Context: an optimization exercise on an open-source flow, tuned for small area and a short achievable clock period. The choices shown serve that exercise and are no tape-out recipe.
At most, simulation tests tie the RTL to the original design; equivalence was not proved.
No activity file was given, so power comes from the tool's default toggle rates.

==> inputs of sierra <==
==> flow/design.v (excerpt) <==
module mipsExecUnit
(
    input  logic        clk,
    input  logic        rstN,
    input  logic        instrValid,
    input  logic [31:0] instrWord,
    input  logic [31:0] rsValue,
    input  logic [31:0] rtValue,
    output logic        resultValid,
    output logic [32:0] execOut
);
export LEC_CHECK = 0
export CAP_MARGIN = 20
export CORE_MARGIN = 2
export CORE_UTILIZATION = 60
export PLACE_DENSITY = 0.8
export SETUP_SLACK_MARGIN = 5
export SLEW_MARGIN = 20
create_clock -name core_clock -period 9.0 [get_ports {clk}]
standard.sh (not shown) runs the stock make flow with config.mk's settings and CLKGATE_MAP_FILE= SYNTH_SCRIPT=/design/flow/synth_recipe.tcl, a recipe that flattens the netlist after the stock synthesis.
==> flow/flow/run.sh <==
#!/bin/bash
bash standard.sh SETUP_SLACK_MARGIN=5.3 finish > standard.log 2>&1
==> cedar (differences from sierra) <==
--- a/flow/design.v
+++ b/flow/design.v
@@ -1183,27 +1183,25 @@
     assign fc225 = (fs203 & r2t[96]) | (fs203 & fc202) | (r2t[96] & fc202);
     assign fs226 = fs204 ^ r2t[100] ^ fc203;
     assign fc226 = (fs204 & r2t[100]) | (fs204 & fc203) | (r2t[100] & fc203);
     logic [31:0] rowA, rowB;
     assign rowA = {(r2t[101] ^ r2t[102] ^ r2t[103] ^ r2t[104] ^ r2t[105] ^ fc204 ^ fc226), fs226, fs225, fs224, fs223, fs222, fs221, fs220, fs219, fs218, fs217, fs216, fs215, fs214, fs213, fs212, fs211, fs210, fs209, fs208, fs207, fs206, fs205, hs30, r2t[7], r2t[6], r2t[5], r2t[4], r2t[3], r2t[2], r2t[1], r2t[0]};
     assign rowB = {1'b0, fc225, fc224, fc223, fc222, fc221, fc220, fc219, fc218, fc217, fc216, fc215, fc214, fc213, fc212, fc211, fc210, fc209, fc208, fc207, fc206, fc205, hc30, r2t[12], 1'b0, 1'b0, 1'b0, 1'b0, 1'b0, 1'b0, 1'b0, 1'b0};
     logic [31:0] sum;
     assign sum = rowA + rowB;
-    logic [31:0] sum3, res;
-    logic        srl3, slt3, sltK3, sltS3, tk3, pass3;
+    logic [31:0] res;
+    logic        pass2;
+    assign pass2 = ~srl2 & ~slt2;
+    always_comb begin
+        for (int i = 1; i < 32; i++) res[i] = (pass2 & sum[i]) | (srl2 & sum[31-i]);
+        res[0] = (pass2 & sum[0]) | ((srl2 | sltS2) & sum[31]) | sltK2;
+    end
+    logic [31:0] res3;
+    logic        tk3;
     always_ff @(posedge clk) begin
         if (!rstN) resultValid <= 1'b0;
         else       resultValid <= v2;
-        sum3  <= sum;
-        srl3  <= srl2;
-        slt3  <= slt2;
-        sltK3 <= sltK2;
-        sltS3 <= sltS2;
-        tk3   <= tk2;
-    end
-    assign pass3 = ~srl3 & ~slt3;
-    always_comb begin
-        for (int i = 1; i < 32; i++) res[i] = (pass3 & sum3[i]) | (srl3 & sum3[31-i]);
-        res[0] = (pass3 & sum3[0]) | ((srl3 | sltS3) & sum3[31]) | sltK3;
+        res3 <= res;
+        tk3  <= tk2;
     end
-    assign execOut = {res, tk3};
+    assign execOut = {res3, tk3};
 endmodule
==> flow/flow/run.sh (replaced) <==
#!/bin/bash
bash standard.sh SETUP_SLACK_MARGIN=5.45 finish > standard.log 2>&1
==> willow (differences from sierra) <==
--- a/flow/design.v
+++ b/flow/design.v
@@ -1184,26 +1184,28 @@
     assign fs226 = fs204 ^ r2t[100] ^ fc203;
     assign fc226 = (fs204 & r2t[100]) | (fs204 & fc203) | (r2t[100] & fc203);
     logic [31:0] rowA, rowB;
     assign rowA = {(r2t[101] ^ r2t[102] ^ r2t[103] ^ r2t[104] ^ r2t[105] ^ fc204 ^ fc226), fs226, fs225, fs224, fs223, fs222, fs221, fs220, fs219, fs218, fs217, fs216, fs215, fs214, fs213, fs212, fs211, fs210, fs209, fs208, fs207, fs206, fs205, hs30, r2t[7], r2t[6], r2t[5], r2t[4], r2t[3], r2t[2], r2t[1], r2t[0]};
     assign rowB = {1'b0, fc225, fc224, fc223, fc222, fc221, fc220, fc219, fc218, fc217, fc216, fc215, fc214, fc213, fc212, fc211, fc210, fc209, fc208, fc207, fc206, fc205, hc30, r2t[12], 1'b0, 1'b0, 1'b0, 1'b0, 1'b0, 1'b0, 1'b0, 1'b0};
     logic [31:0] sum;
     assign sum = rowA + rowB;
     logic [31:0] sum3, res;
-    logic        srl3, slt3, sltK3, sltS3, tk3, pass3;
+    logic        srl3, sltK3, sltS3, tk3, pass3, nsrl3, npass3;
     always_ff @(posedge clk) begin
         if (!rstN) resultValid <= 1'b0;
         else       resultValid <= v2;
         sum3  <= sum;
-        srl3  <= srl2;
-        slt3  <= slt2;
+        srl3   <= srl2;
+        nsrl3  <= ~srl2;
+        pass3  <= ~srl2 & ~slt2;
+        npass3 <= srl2 | slt2;
         sltK3 <= sltK2;
         sltS3 <= sltS2;
         tk3   <= tk2;
     end
-    assign pass3 = ~srl3 & ~slt3;
     always_comb begin
-        for (int i = 1; i < 32; i++) res[i] = (pass3 & sum3[i]) | (srl3 & sum3[31-i]);
+        for (int i = 1; i < 16; i++) res[i] = (pass3 & sum3[i]) | (srl3 & sum3[31-i]);
+        for (int i = 16; i < 32; i++) res[i] = ~((npass3 | ~sum3[i]) & (nsrl3 | ~sum3[31-i]));
         res[0] = (pass3 & sum3[0]) | ((srl3 | sltS3) & sum3[31]) | sltK3;
     end
     assign execOut = {res, tk3};
 endmodule
==> flow/flow/run.sh (replaced) <==
#!/bin/bash
bash standard.sh SETUP_SLACK_MARGIN=5.45 finish > standard.log 2>&1
Settings changed: CORE_UTILIZATION 60 to 65, PLACE_DENSITY 0.8 to 0.85.
==> metrics.log <==
[metrics] Gate Count Post-Synth: 2130
[metrics] buffers inserted by post-CTS timing repair: 13
[metrics] mean number of vias per cell: 6.52
[metrics] terminating pin of the worst hold path: srl3
[metrics] cell area after layout: 0.0240 mm²
[metrics] global router's overall resource usage: 0.364
[metrics] Yosys reg bits: 269
[metrics] run status: finished clean
[metrics] IR Drop Worst-Case VDD: 0.167 mV
[metrics] clock slew at reported path FFs: 0.07 ns
[metrics] share of the final layout cell area in sequential cells: 0.226
[metrics] global routing met3 resource utilization: 0.0791
[metrics] number of sequential cells: 269
[metrics] fraction of final layout cells sized beyond drive strength 1: 0.0987
[metrics] critical path's largest stage delay: 0.67 ns
[metrics] detailed-router iteration count before antenna repair: 7
[metrics] Avg Synthesized Cell Area: 9.98 µm²
[end of results for sierra]
==> metrics.log <==
[metrics] run status: finished clean
[metrics] buffers inserted by post-CTS timing repair: 17
[metrics] Gate Count Post-Synth: 2159
[metrics] Avg Synthesized Cell Area: 9.87 µm²
[metrics] terminating pin of the worst hold path: sum3[3]
[metrics] global router's overall resource usage: 0.400
[metrics] IR Drop Worst-Case VDD: 0.123 mV
[metrics] cell area after layout: 0.0246 mm²
[metrics] share of the final layout cell area in sequential cells: 0.224
[end of results for willow]
==> metrics.log <==
[metrics] run status: finished clean
[metrics] IR Drop Worst-Case VDD: 0.136 mV
[metrics] buffers inserted by post-CTS timing repair: 10
[metrics] terminating pin of the worst hold path: srl2
[metrics] number of sequential cells: 265
[metrics] fraction of final layout cells sized beyond drive strength 1: 0.116
[metrics] Yosys reg bits: 265
[metrics] cell area after layout: 0.0243 mm²
[metrics] share of the final layout cell area in sequential cells: 0.221
[metrics] Avg Synthesized Cell Area: 9.97 µm²
[metrics] detailed-router iteration count before antenna repair: 7
[metrics] mean number of vias per cell: 6.68
[metrics] global routing met3 resource utilization: 0.0914
[end of results for cedar]
No functional check of the RTL was part of cedar and willow.

## port drivers added, routing unchanged
In the flow no input, the clock included, has a driving cell. The finished layouts below were timed again as built, in two steps.
Step 1 assumes that a clkbuf_16 drives the clock port and a buf_2 every other input.
Step 2 adds t to the input delays and takes it off the output delays; t is the mean of the earliest and latest rising clock arrival at the registers after step 1. Input paths then give back, and output paths get back, about the clock's delay inside the block.
Three values: ideal, step 1, step 2; two values: the first two.
run	t, ns	setup WS [ns]	worst hold slack (ns)
sierra	0.625	5.277 / 5.308 / 4.686	0.320 / 0.320 / 0.320
cedar	0.636	5.416 / 5.416 / 4.879	0.327 / 0.327 / 0.327
willow	0.629	5.324 / 5.273 / 4.831	0.327 / 0.327 / 0.327
After both steps every run listed still meets setup and hold. The setup slack of sierra, which loses most, moves by +0.031 ns with the drivers and by -0.591 ns with both steps.
